This design comes from an exercise in tuning for small area, a short achievable clock period and few clock cycles per item on the open sky130 flow, not from production work. In this exercise RTL edits were held to simulation tests only and were not proved equivalent to the original.

==> job 7502: inputs <==
Design siso_maxlog, start of the top module:
module siso_maxlog #(
  parameter int W      = 8,
  parameter int AW     = 12,
  parameter int N      = 64,
  parameter int ADDR_W = $clog2(N)
) (
  input  logic                 clk_p_i,
  input  logic                 reset_n_i,
  input  logic                 in_valid_i,
  output logic                 in_ready_o,
  input  logic signed [W-1:0]  sys_i,
  input  logic signed [W-1:0]  par_i,
  input  logic signed [W-1:0]  apr_i,
  output logic                 out_valid_o,
  input  logic                 out_ready_i,
  output logic signed [W-1:0]  ext_o,
  output logic [ADDR_W-1:0]    out_idx_o,
  output logic                 out_last_o,
  output logic                 busy_o
);
  localparam int MW = 13;                       
  typedef logic signed [MW-1:0] m_t;           
  typedef logic signed [11:0]   d_t;           
  function automatic logic ge(input m_t a, input m_t b);
    m_t d;
    d  = a - b;
    ge = ~d[MW-1];
  endfunction
  ...
==> flow/config.mk <==
export PLATFORM = sky130hd
export DESIGN_NAME = siso_maxlog
export DESIGN_NICKNAME = siso_maxlog
export VERILOG_FILES = /design/flow/design.v
export SDC_FILE = /design/flow/constraint.sdc
export NUM_CORES = 4
export LEC_CHECK = 0
export CAP_MARGIN = 20
export CORE_MARGIN = 2
export CORE_UTILIZATION = 40
export SLEW_MARGIN = 20
==> flow/constraint.sdc <==
create_clock -name core_clock -period 28.0 [get_ports {clk_p_i}]
set_input_delay 5.6000 -clock core_clock [delete_from_list [all_inputs] [get_ports {clk_p_i}]]
set_output_delay 5.6000 -clock core_clock [all_outputs]
set_load 0.01 [all_outputs]
standard.sh (not shown) runs the stock make flow with config.mk's settings and CLKGATE_MAP_FILE= SYNTH_SCRIPT=/design/flow/synth_recipe.tcl, a recipe that flattens the netlist after the stock synthesis.
==> flow/flow/run.sh <==
#!/bin/bash
# Layout: the standard flow (standard synthesis, floorplan, placement, CTS, routing),
# unchanged except that the port buffers are sky130_fd_sc_hd__buf_4 instead of the cell
# buffer_ports picks by default. Every port still gets its own buffer.
# The full output of the flow goes to flow_standard.log; ORFS keeps each step's log under orfs/logs.
set -euo pipefail
bash standard.sh "BUFFER_PORTS_ARGS=-buffer_cell sky130_fd_sc_hd__buf_4" finish > flow_standard.log 2>&1
==> inputs of job 5810, as changes to job 7502 <==
--- a/flow/design.v
+++ b/flow/design.v
@@ -67,26 +67,28 @@
     pk = {d[34:24], d[22:12], d[10:0]};
   endfunction
   function automatic logic [35:0] upk(input logic [32:0] v);
     upk = {v[32], v[32:22], v[21], v[21:11], v[10], v[10:0]};
   endfunction
   localparam logic [35:0] INIT_N = {12'hc00, 12'hc00, 12'hc00};    
   logic        in_rdy;
   logic        ir_v, sk_v;
-  logic [23:0] ir_d, sk_d;
+  logic [23:0] ir_d;
+  logic [16:0] ir_x, sk_d;          
   logic        f_take;             
-  logic [23:0] f_d;
+  logic [16:0] f_d;                 
   logic        f_av;
   logic in_rdy_q;                  
   logic started;                   
   assign in_rdy_q   = started && !(ir_v && sk_v);
   assign in_ready_o = in_rdy;
   assign f_av = sk_v | ir_v;
-  assign f_d  = sk_v ? sk_d : ir_d;
+  assign ir_x = {ir_d[15:8], {ir_d[7], ir_d[7:0]} + {ir_d[23], ir_d[23:16]}};    
+  assign f_d  = sk_v ? sk_d : ir_x;
   logic ir_v_n, sk_v_n;
   always_comb begin
     sk_v_n = sk_v;
     if (sk_v) begin
       if (f_take) sk_v_n = ir_v;
     end else begin
       if (ir_v && !f_take) sk_v_n = 1'b1;
     end
@@ -103,17 +105,17 @@
       ir_v   <= ir_v_n;
       sk_v   <= sk_v_n;
       in_rdy <= !(ir_v_n && sk_v_n);
       started <= 1'b1;
     end
   end
   always_ff @(posedge clk_p_i) begin
     if (in_rdy_q) ir_d <= {sys_i, par_i, apr_i};
-    if ((sk_v && f_take) || (!sk_v && !f_take)) sk_d <= ir_d;
+    if ((sk_v && f_take) || (!sk_v && !f_take)) sk_d <= ir_x;
   end
   logic [16:0] ram0 [24];          
   logic [16:0] ram1 [24];          
   logic [16:0] ram2 [16];          
   logic [5:0]  ram_wa, ram_ra, ram_rb;
   logic [16:0] ram_qa, ram_qb;
   function automatic logic [1:0] bnk(input logic [2:0] ss);
     case (ss)
@@ -178,27 +180,27 @@
       kb    <= kb_n;
       pb    <= pb_n;
       b_act <= b_act_n;
       pend  <= pend_n;
     end
   end
   logic [8:0]  f_lsa;
   logic [9:0]  f_lp;
-  assign f_lsa = {f_d[7], f_d[7:0]} + {f_d[23], f_d[23:16]};         
-  assign f_lp  = {f_lsa[8], f_lsa} + {{2{f_d[15]}}, f_d[15:8]};       
+  assign f_lsa = f_d[8:0];
+  assign f_lp  = {f_lsa[8], f_lsa} + {{2{f_d[16]}}, f_d[16:9]};       
   assign ram_wa = pf ? ~fm : fm;
   logic [1:0] wbk, rbk_a, rbk_b;
   logic [4:0] wli, rli_a, rli_b, rl0, rl1, rl2;
   assign wbk   = bnk(ram_wa[5:3]);
   assign wli   = {bhi(ram_wa[5:3]), ram_wa[2:0]};
   always_ff @(posedge clk_p_i) begin
-    if (f_take && wbk == 2'd0) ram0[wli] <= {f_d[15:8], f_lsa};
-    if (f_take && wbk == 2'd1) ram1[wli] <= {f_d[15:8], f_lsa};
-    if (f_take && wbk == 2'd2) ram2[wli[3:0]] <= {f_d[15:8], f_lsa};
+    if (f_take && wbk == 2'd0) ram0[wli] <= f_d;
+    if (f_take && wbk == 2'd1) ram1[wli] <= f_d;
+    if (f_take && wbk == 2'd2) ram2[wli[3:0]] <= f_d;
   end
   logic [16:0] rq0, rq1, rq2;
   logic [1:0]  rbk_a_r, rbk_b_r;
   logic [4:0]  rl0_r, rl1_r, rl2_r;
   assign rbk_a = bnk(ram_ra[5:3]);
   assign rbk_b = bnk(ram_rb[5:3]);
   assign rli_a = {bhi(ram_ra[5:3]), ram_ra[2:0]};
   assign rli_b = {bhi(ram_rb[5:3]), ram_rb[2:0]};
@@ -232,17 +234,17 @@
   always_ff @(posedge clk_p_i or negedge reset_n_i) begin
     if (!reset_n_i) f1_v <= 1'b0;
     else            f1_v <= f_take;
   end
   always_ff @(posedge clk_p_i) begin
     f1_m   <= fm;
     f1_p   <= pf;
     f1_lsa <= f_lsa;
-    f1_par <= f_d[15:8];
+    f1_par <= f_d[16:9];
     f1_lp  <= f_lp;
   end
   always_ff @(posedge clk_p_i) begin
     if (f1_v && f1_m != 6'd63)
       alpha1 <= fwd((f1_m == 6'd0) ? unnrm(INIT_N) : alpha1,
                     f1_lsa, f1_par, f1_lp);
   end
   assign alpha1_n = nrm(alpha1);
@@ -282,27 +284,25 @@
     for (int i = 0; i < 8; i++) ab_q = ab_q | (ab[i] & {33{ab_ra_r == 3'(i)}});
     ab_u = upk(ab_q);
     if (e1_r) begin
       ab_u[35:34] = {ab_q[32], ab_q[32]} - 2'd1;
       ab_u[11:10] = {ab_q[10], ab_q[10]} - 2'd1;
     end
   end
   logic        b1_v, b1_first;
-  logic [5:0]  b1_e;
   logic [8:0]  b1_lsa;
   logic [7:0]  b1_par;
   logic [9:0]  b1_lp;
   logic [35:0] b1_al;
   always_ff @(posedge clk_p_i or negedge reset_n_i) begin
     if (!reset_n_i) b1_v <= 1'b0;
     else            b1_v <= b_issue;
   end
   always_ff @(posedge clk_p_i) begin
-    b1_e     <= b_e;
     b1_first <= kb0_r;
     b1_lsa   <= ram_qb[8:0];
     b1_par   <= ram_qb[16:9];
     b1_lp    <= {ram_qb[8], ram_qb[8:0]} + {{2{ram_qb[16]}}, ram_qb[16:9]};
     b1_al    <= kb0_r ? alpha1_n : ab_u;
   end
   logic [4*FW-1:0] alpha2;
   logic [8:0]  ra_lsa;
@@ -377,17 +377,16 @@
     if (ab_we) ab[ab_wa] <= ab_wd;
   end
   logic [4*MW-1:0] beta;
   m_t bi0, bi1, bi2, bi3, gl, gp, glp;
   m_t bg00, bg01, bg10, bg11, bg20, bg21, bg30, bg31;
   m_t a1, a2, a3;
   m_t c00, c01, c10, c11, c20, c21, c30, c31;
   logic        b2_v;
-  logic [5:0]  b2_e;
   logic [8:0]  b2_lsa;
   m_t p1a, p1b, p0a, p0b;
   always_comb begin
     bi0 = b1_first ? '0 : beta[0*MW +: MW];
     bi1 = b1_first ? '0 : beta[1*MW +: MW];
     bi2 = b1_first ? '0 : beta[2*MW +: MW];
     bi3 = b1_first ? '0 : beta[3*MW +: MW];
     gl  = s9(b1_lsa);
@@ -408,17 +407,16 @@
   always_ff @(posedge clk_p_i) begin
     if (b1_v) beta <= {mx(bg30, bg31), mx(bg20, bg21), mx(bg10, bg11), mx(bg00, bg01)};
   end
   always_ff @(posedge clk_p_i or negedge reset_n_i) begin
     if (!reset_n_i) b2_v <= 1'b0;
     else            b2_v <= b1_v;
   end
   always_ff @(posedge clk_p_i) begin
-    b2_e   <= b1_e;
     b2_lsa <= b1_lsa;
     p1a    <= mx(c01, c11);
     p1b    <= mx(c21, c31);
     p0a    <= mx(c00, c10);
     p0b    <= mx(c20, c30);
   end
   m_t   m1, m0, x;
   logic [7:0] r_ext;
@@ -427,36 +425,40 @@
     m0 = mx(p0a, p0b);
     x  = m1 - m0 - s9(b2_lsa);
     if (!x[MW-1] && (x[MW-2:7] != '0))     r_ext = 8'h7f;
     else if (x[MW-1] && (x[MW-2:7] != '1)) r_ext = 8'h80;
     else                                   r_ext = x[7:0];
   end
   logic        ov;                 
   logic        ov_i;               
-  logic [14:0] oh;                 
-  logic [14:0] q [3];
+  logic [7:0]  oh;                 
+  logic [5:0]  oidx;               
+  logic        olast;
+  logic [7:0]  q [3];
   logic [1:0]  q_rp, q_wp, q_n;
-  logic [14:0] r_ent;
+  logic [7:0]  r_ent;
   logic        head_free;
-  assign r_ent = {b2_e == 6'd0, b2_e, r_ext};
+  assign r_ent = r_ext;
   assign pop   = ov_i && out_ready_i;
+  logic [2:0] used_p, used_np;
+  assign used_np = b_issue ? used + 3'd1 : used;
+  assign used_p  = b_issue ? used : used - 3'd1;
   assign head_free = !ov_i || out_ready_i;
   always_ff @(posedge clk_p_i or negedge reset_n_i) begin
     if (!reset_n_i) begin
       ov   <= 1'b0;
       ov_i <= 1'b0;
       q_rp <= '0;
       q_wp <= '0;
       q_n  <= '0;
       used <= '0;
     end else begin
       ov_i <= !head_free || (q_n != 2'd0) || b2_v;
-      if (b_issue && !pop)      used <= used + 3'd1;
-      else if (!b_issue && pop) used <= used - 3'd1;
+      used <= (out_ready_i && ov_i) ? used_p : used_np;      
       if (head_free) begin
         if (q_n != 2'd0) begin
           ov   <= 1'b1;
           q_rp <= (q_rp == 2'd2) ? 2'd0 : q_rp + 2'd1;
           if (b2_v) q_wp <= (q_wp == 2'd2) ? 2'd0 : q_wp + 2'd1;
           else      q_n  <= q_n - 2'd1;
         end else begin
           ov <= b2_v;
@@ -467,19 +469,28 @@
       end
     end
   end
   always_ff @(posedge clk_p_i) begin
     if (head_free) oh <= (q_n != 2'd0) ? q[q_rp] : r_ent;
     if (b2_v) q[q_wp] <= r_ent;           
   end
   assign out_valid_o = ov;
-  assign ext_o       = oh[7:0];
-  assign out_idx_o   = oh[13:8];
-  assign out_last_o  = oh[14];
+  assign ext_o       = oh;
+  assign out_idx_o   = oidx;
+  assign out_last_o  = olast;
+  always_ff @(posedge clk_p_i) begin
+    if (used == 3'd0) begin
+      oidx  <= b_act ? ~kb : 6'd63;
+      olast <= b_act && (kb == 6'd63);
+    end else if (pop) begin
+      oidx  <= oidx - 6'd1;
+      olast <= (oidx == 6'd1);
+    end
+  end
   logic [5:0] in_cnt;
   logic [7:0] owed;
   logic       bsy;
   logic       acc;
   logic [5:0] in_cnt_n;
   logic [7:0] owed_n;
   assign acc = in_valid_i && in_rdy_q;
   always_comb begin
==> flow/flow/run.sh (replaced) <==
#!/bin/bash
# Layout: the standard flow (standard synthesis, floorplan, placement, CTS, routing) with two
# changes to how cells are chosen and placed; neither changes the design, its registers, its
# clock tree rules or its constraints.
# * The port buffers are sky130_fd_sc_hd__buf_4 instead of the cell buffer_ports picks by default.
#   Every port still gets its own buffer.
# * Before detailed placement, flow/pre_dp.tcl moves each output port's buffer next to the cell
#   that drives it; detailed placement then legalizes as usual.
# The full output of the flow goes to flow_standard.log; ORFS keeps each step's log under orfs/logs.
set -euo pipefail
bash standard.sh "BUFFER_PORTS_ARGS=-buffer_cell sky130_fd_sc_hd__buf_4" \
  "PRE_DETAIL_PLACE_TCL=$PWD/flow/pre_dp.tcl" finish > flow_standard.log 2>&1
==> flow/flow/pre_dp.tcl (new file) <==
# Runs before detailed placement (ORFS PRE_DETAIL_PLACE_TCL hook). Each output port has its own
# buffer; place that buffer next to the cell that drives it, so that the strong port buffer,
# rather than the driving register, drives the wire to the pin. Detailed placement then
# legalizes the cells as usual.
set block [ord::get_db_block]
foreach bterm [$block getBTerms] {
  if {[$bterm getIoType] != "OUTPUT"} { continue }
  set pnet [$bterm getNet]
  if {$pnet == "NULL"} { continue }
  foreach it [$pnet getITerms] {
    if {![$it isOutputSignal]} { continue }
    set buf [$it getInst]
    foreach bi [$buf getITerms] {
      if {![$bi isInputSignal]} { continue }
      set n2 [$bi getNet]
      if {$n2 == "NULL"} { continue }
      foreach it2 [$n2 getITerms] {
        if {![$it2 isOutputSignal]} { continue }
        set drv [$it2 getInst]
        set loc [$drv getLocation]
        puts "pre_dp: [$buf getName] to [$drv getName] at $loc"
        $buf setLocation [lindex $loc 0] [lindex $loc 1]
      }
    }
  }
}
- CTS_CLUSTER_DIAMETER: default -> 80
- CTS_CLUSTER_SIZE: default -> 30
==> inputs of job 3227, as changes to job 7502 <==
--- a/flow/design.v
+++ b/flow/design.v
@@ -67,26 +67,28 @@
     pk = {d[34:24], d[22:12], d[10:0]};
   endfunction
   function automatic logic [35:0] upk(input logic [32:0] v);
     upk = {v[32], v[32:22], v[21], v[21:11], v[10], v[10:0]};
   endfunction
   localparam logic [35:0] INIT_N = {12'hc00, 12'hc00, 12'hc00};    
   logic        in_rdy;
   logic        ir_v, sk_v;
-  logic [23:0] ir_d, sk_d;
+  logic [23:0] ir_d;
+  logic [16:0] ir_x, sk_d;          
   logic        f_take;             
-  logic [23:0] f_d;
+  logic [16:0] f_d;                 
   logic        f_av;
   logic in_rdy_q;                  
   logic started;                   
   assign in_rdy_q   = started && !(ir_v && sk_v);
   assign in_ready_o = in_rdy;
   assign f_av = sk_v | ir_v;
-  assign f_d  = sk_v ? sk_d : ir_d;
+  assign ir_x = {ir_d[15:8], {ir_d[7], ir_d[7:0]} + {ir_d[23], ir_d[23:16]}};    
+  assign f_d  = sk_v ? sk_d : ir_x;
   logic ir_v_n, sk_v_n;
   always_comb begin
     sk_v_n = sk_v;
     if (sk_v) begin
       if (f_take) sk_v_n = ir_v;
     end else begin
       if (ir_v && !f_take) sk_v_n = 1'b1;
     end
@@ -103,17 +105,17 @@
       ir_v   <= ir_v_n;
       sk_v   <= sk_v_n;
       in_rdy <= !(ir_v_n && sk_v_n);
       started <= 1'b1;
     end
   end
   always_ff @(posedge clk_p_i) begin
     if (in_rdy_q) ir_d <= {sys_i, par_i, apr_i};
-    if ((sk_v && f_take) || (!sk_v && !f_take)) sk_d <= ir_d;
+    if ((sk_v && f_take) || (!sk_v && !f_take)) sk_d <= ir_x;
   end
   logic [16:0] ram0 [24];          
   logic [16:0] ram1 [24];          
   logic [16:0] ram2 [16];          
   logic [5:0]  ram_wa, ram_ra, ram_rb;
   logic [16:0] ram_qa, ram_qb;
   function automatic logic [1:0] bnk(input logic [2:0] ss);
     case (ss)
@@ -178,27 +180,27 @@
       kb    <= kb_n;
       pb    <= pb_n;
       b_act <= b_act_n;
       pend  <= pend_n;
     end
   end
   logic [8:0]  f_lsa;
   logic [9:0]  f_lp;
-  assign f_lsa = {f_d[7], f_d[7:0]} + {f_d[23], f_d[23:16]};         
-  assign f_lp  = {f_lsa[8], f_lsa} + {{2{f_d[15]}}, f_d[15:8]};       
+  assign f_lsa = f_d[8:0];
+  assign f_lp  = {f_lsa[8], f_lsa} + {{2{f_d[16]}}, f_d[16:9]};       
   assign ram_wa = pf ? ~fm : fm;
   logic [1:0] wbk, rbk_a, rbk_b;
   logic [4:0] wli, rli_a, rli_b, rl0, rl1, rl2;
   assign wbk   = bnk(ram_wa[5:3]);
   assign wli   = {bhi(ram_wa[5:3]), ram_wa[2:0]};
   always_ff @(posedge clk_p_i) begin
-    if (f_take && wbk == 2'd0) ram0[wli] <= {f_d[15:8], f_lsa};
-    if (f_take && wbk == 2'd1) ram1[wli] <= {f_d[15:8], f_lsa};
-    if (f_take && wbk == 2'd2) ram2[wli[3:0]] <= {f_d[15:8], f_lsa};
+    if (f_take && wbk == 2'd0) ram0[wli] <= f_d;
+    if (f_take && wbk == 2'd1) ram1[wli] <= f_d;
+    if (f_take && wbk == 2'd2) ram2[wli[3:0]] <= f_d;
   end
   logic [16:0] rq0, rq1, rq2;
   logic [1:0]  rbk_a_r, rbk_b_r;
   logic [4:0]  rl0_r, rl1_r, rl2_r;
   assign rbk_a = bnk(ram_ra[5:3]);
   assign rbk_b = bnk(ram_rb[5:3]);
   assign rli_a = {bhi(ram_ra[5:3]), ram_ra[2:0]};
   assign rli_b = {bhi(ram_rb[5:3]), ram_rb[2:0]};
@@ -232,17 +234,17 @@
   always_ff @(posedge clk_p_i or negedge reset_n_i) begin
     if (!reset_n_i) f1_v <= 1'b0;
     else            f1_v <= f_take;
   end
   always_ff @(posedge clk_p_i) begin
     f1_m   <= fm;
     f1_p   <= pf;
     f1_lsa <= f_lsa;
-    f1_par <= f_d[15:8];
+    f1_par <= f_d[16:9];
     f1_lp  <= f_lp;
   end
   always_ff @(posedge clk_p_i) begin
     if (f1_v && f1_m != 6'd63)
       alpha1 <= fwd((f1_m == 6'd0) ? unnrm(INIT_N) : alpha1,
                     f1_lsa, f1_par, f1_lp);
   end
   assign alpha1_n = nrm(alpha1);
@@ -282,27 +284,25 @@
     for (int i = 0; i < 8; i++) ab_q = ab_q | (ab[i] & {33{ab_ra_r == 3'(i)}});
     ab_u = upk(ab_q);
     if (e1_r) begin
       ab_u[35:34] = {ab_q[32], ab_q[32]} - 2'd1;
       ab_u[11:10] = {ab_q[10], ab_q[10]} - 2'd1;
     end
   end
   logic        b1_v, b1_first;
-  logic [5:0]  b1_e;
   logic [8:0]  b1_lsa;
   logic [7:0]  b1_par;
   logic [9:0]  b1_lp;
   logic [35:0] b1_al;
   always_ff @(posedge clk_p_i or negedge reset_n_i) begin
     if (!reset_n_i) b1_v <= 1'b0;
     else            b1_v <= b_issue;
   end
   always_ff @(posedge clk_p_i) begin
-    b1_e     <= b_e;
     b1_first <= kb0_r;
     b1_lsa   <= ram_qb[8:0];
     b1_par   <= ram_qb[16:9];
     b1_lp    <= {ram_qb[8], ram_qb[8:0]} + {{2{ram_qb[16]}}, ram_qb[16:9]};
     b1_al    <= kb0_r ? alpha1_n : ab_u;
   end
   logic [4*FW-1:0] alpha2;
   logic [8:0]  ra_lsa;
@@ -377,17 +377,16 @@
     if (ab_we) ab[ab_wa] <= ab_wd;
   end
   logic [4*MW-1:0] beta;
   m_t bi0, bi1, bi2, bi3, gl, gp, glp;
   m_t bg00, bg01, bg10, bg11, bg20, bg21, bg30, bg31;
   m_t a1, a2, a3;
   m_t c00, c01, c10, c11, c20, c21, c30, c31;
   logic        b2_v;
-  logic [5:0]  b2_e;
   logic [8:0]  b2_lsa;
   m_t p1a, p1b, p0a, p0b;
   always_comb begin
     bi0 = b1_first ? '0 : beta[0*MW +: MW];
     bi1 = b1_first ? '0 : beta[1*MW +: MW];
     bi2 = b1_first ? '0 : beta[2*MW +: MW];
     bi3 = b1_first ? '0 : beta[3*MW +: MW];
     gl  = s9(b1_lsa);
@@ -408,17 +407,16 @@
   always_ff @(posedge clk_p_i) begin
     if (b1_v) beta <= {mx(bg30, bg31), mx(bg20, bg21), mx(bg10, bg11), mx(bg00, bg01)};
   end
   always_ff @(posedge clk_p_i or negedge reset_n_i) begin
     if (!reset_n_i) b2_v <= 1'b0;
     else            b2_v <= b1_v;
   end
   always_ff @(posedge clk_p_i) begin
-    b2_e   <= b1_e;
     b2_lsa <= b1_lsa;
     p1a    <= mx(c01, c11);
     p1b    <= mx(c21, c31);
     p0a    <= mx(c00, c10);
     p0b    <= mx(c20, c30);
   end
   m_t   m1, m0, x;
   logic [7:0] r_ext;
@@ -427,36 +425,40 @@
     m0 = mx(p0a, p0b);
     x  = m1 - m0 - s9(b2_lsa);
     if (!x[MW-1] && (x[MW-2:7] != '0))     r_ext = 8'h7f;
     else if (x[MW-1] && (x[MW-2:7] != '1)) r_ext = 8'h80;
     else                                   r_ext = x[7:0];
   end
   logic        ov;                 
   logic        ov_i;               
-  logic [14:0] oh;                 
-  logic [14:0] q [3];
+  logic [7:0]  oh;                 
+  logic [5:0]  oidx;               
+  logic        olast;
+  logic [7:0]  q [3];
   logic [1:0]  q_rp, q_wp, q_n;
-  logic [14:0] r_ent;
+  logic [7:0]  r_ent;
   logic        head_free;
-  assign r_ent = {b2_e == 6'd0, b2_e, r_ext};
+  assign r_ent = r_ext;
   assign pop   = ov_i && out_ready_i;
+  logic [2:0] used_p, used_np;
+  assign used_np = b_issue ? used + 3'd1 : used;
+  assign used_p  = b_issue ? used : used - 3'd1;
   assign head_free = !ov_i || out_ready_i;
   always_ff @(posedge clk_p_i or negedge reset_n_i) begin
     if (!reset_n_i) begin
       ov   <= 1'b0;
       ov_i <= 1'b0;
       q_rp <= '0;
       q_wp <= '0;
       q_n  <= '0;
       used <= '0;
     end else begin
       ov_i <= !head_free || (q_n != 2'd0) || b2_v;
-      if (b_issue && !pop)      used <= used + 3'd1;
-      else if (!b_issue && pop) used <= used - 3'd1;
+      used <= (out_ready_i && ov_i) ? used_p : used_np;      
       if (head_free) begin
         if (q_n != 2'd0) begin
           ov   <= 1'b1;
           q_rp <= (q_rp == 2'd2) ? 2'd0 : q_rp + 2'd1;
           if (b2_v) q_wp <= (q_wp == 2'd2) ? 2'd0 : q_wp + 2'd1;
           else      q_n  <= q_n - 2'd1;
         end else begin
           ov <= b2_v;
@@ -467,19 +469,28 @@
       end
     end
   end
   always_ff @(posedge clk_p_i) begin
     if (head_free) oh <= (q_n != 2'd0) ? q[q_rp] : r_ent;
     if (b2_v) q[q_wp] <= r_ent;           
   end
   assign out_valid_o = ov;
-  assign ext_o       = oh[7:0];
-  assign out_idx_o   = oh[13:8];
-  assign out_last_o  = oh[14];
+  assign ext_o       = oh;
+  assign out_idx_o   = oidx;
+  assign out_last_o  = olast;
+  always_ff @(posedge clk_p_i) begin
+    if (used == 3'd0) begin
+      oidx  <= b_act ? ~kb : 6'd63;
+      olast <= b_act && (kb == 6'd63);
+    end else if (pop) begin
+      oidx  <= oidx - 6'd1;
+      olast <= (oidx == 6'd1);
+    end
+  end
   logic [5:0] in_cnt;
   logic [7:0] owed;
   logic       bsy;
   logic       acc;
   logic [5:0] in_cnt_n;
   logic [7:0] owed_n;
   assign acc = in_valid_i && in_rdy_q;
   always_comb begin
==> flow/flow/run.sh (replaced) <==
#!/bin/bash
# Layout: the standard flow (standard synthesis, floorplan, placement, CTS, routing) with two
# changes to how cells are chosen and placed; neither changes the design, its registers, its
# clock tree rules or its constraints.
# * The port buffers are sky130_fd_sc_hd__buf_4 instead of the cell buffer_ports picks by default.
#   Every port still gets its own buffer.
# * Before detailed placement, flow/pre_dp.tcl moves each output port's buffer next to the cell
#   that drives it; detailed placement then legalizes as usual.
# The full output of the flow goes to flow_standard.log; ORFS keeps each step's log under orfs/logs.
set -euo pipefail
bash standard.sh "BUFFER_PORTS_ARGS=-buffer_cell sky130_fd_sc_hd__buf_4" \
  "PRE_DETAIL_PLACE_TCL=$PWD/flow/pre_dp.tcl" finish > flow_standard.log 2>&1
==> flow/flow/pre_dp.tcl (new file) <==
# Runs before detailed placement (ORFS PRE_DETAIL_PLACE_TCL hook). Each output port has its own
# buffer; place that buffer next to the cell that drives it, so that the strong port buffer,
# rather than the driving register, drives the wire to the pin. Detailed placement then
# legalizes the cells as usual.
set block [ord::get_db_block]
foreach bterm [$block getBTerms] {
  if {[$bterm getIoType] != "OUTPUT"} { continue }
  set pnet [$bterm getNet]
  if {$pnet == "NULL"} { continue }
  foreach it [$pnet getITerms] {
    if {![$it isOutputSignal]} { continue }
    set buf [$it getInst]
    foreach bi [$buf getITerms] {
      if {![$bi isInputSignal]} { continue }
      set n2 [$bi getNet]
      if {$n2 == "NULL"} { continue }
      foreach it2 [$n2 getITerms] {
        if {![$it2 isOutputSignal]} { continue }
        set drv [$it2 getInst]
        set loc [$drv getLocation]
        puts "pre_dp: [$buf getName] to [$drv getName] at $loc"
        $buf setLocation [lindex $loc 0] [lindex $loc 1]
      }
    }
  }
}
- CORE_UTILIZATION: 40 -> 55
- CTS_CLUSTER_DIAMETER: default -> 80
- CTS_CLUSTER_SIZE: default -> 30
==> impl_metrics.csv <==
group,metric,value,unit
critical_path,path_max_fanout,4,
logic_synthesis,synthTopCellsByArea,"edfxtp_1 (56%), ha_1 (7.9%), dfxtp_1 (3.8%), a22oi_1 (3.7%), xnor2_1 (2.7%)",
routing,wl_met3,17.9,mm
die,fp-row-count,154,
outcome,status,"finished clean",
placement,place_inst,9655,
final_layout,nets,8120,
placement,dp_slack,20.73,ns
logic_synthesis,synth_top_area_share,55.8,%
[end of results for job 3227]
==> impl_metrics.csv <==
group,metric,value,unit
outcome,status,"finished clean",
critical_path,path_max_fanout,1,
routing,wl_met3,23.2,mm
logic_synthesis,synth_top_area_share,56.1,%
die,fp-row-count,181,
placement,place_inst,10533,
placement,dp_slack,20.69,ns
[end of results for job 7502]
==> impl_metrics.csv <==
group,metric,value,unit
global_route,grt_util_met3,3.36,%
routing,wl_met3,20.4,mm
logic_synthesis,synth_xor_xnor_area_share,4.00,%
placement,place_inst,10480,
outcome,status,"finished clean",
final_layout,nets,8089,
timing,worst_slew_pin_slew,1.15,ns
logic_synthesis,synthTopCellsByArea,"edfxtp_1 (56%), ha_1 (7.9%), dfxtp_1 (3.8%), a22oi_1 (3.7%), xnor2_1 (2.7%)",
die,fp-row-count,180,
logic_synthesis,seq_area_frac_synth,60.9,%
placement,dp_slack,20.27,ns
[end of results for job 5810]
Testbench counts of job 7502, summed over its fixed seeds: cycles 8,736, items 8,192.
Testbench counts of job 5810, summed over its fixed seeds: cycles 8,736, items 8,192.
Testbench counts of job 3227, summed over its fixed seeds: cycles 8,736, items 8,192.

==> static timing again, ports no longer ideal <==
How much do the figures lean on ideal ports? The routed layouts below were timed once more, with nothing changed but the port constraints. Step 1 (the two cells are an assumption about what drives the block):
set clk [get_ports {clk_p_i}]
set_driving_cell -lib_cell sky130_fd_sc_hd__clkbuf_16 $clk
set_driving_cell -lib_cell sky130_fd_sc_hd__buf_2 [delete_from_list [all_inputs] $clk]
Step 2, shift: input delay + t, output delay - t, t = (earliest + latest rising clock arrival at the registers) / 2. This alone moves slack from input paths to output paths. Three values: no drivers, after step 1, after step 2; two values: the first two.
run	t (ns)	slack for setup (ns)	worst data-port slew with drivers (ns)
job 7502	0.931	20.954 / 20.859 / 20.663	0.11
job 5810	0.873	20.934 / 20.844 / 20.274	0.12
job 3227	0.879	20.939 / 20.854 / 20.735	0.08
After both steps setup and hold are still met in every run listed. For job 5810, which loses most, drivers alone change the setup slack by -0.090 ns; drivers and shift together by -0.660 ns.
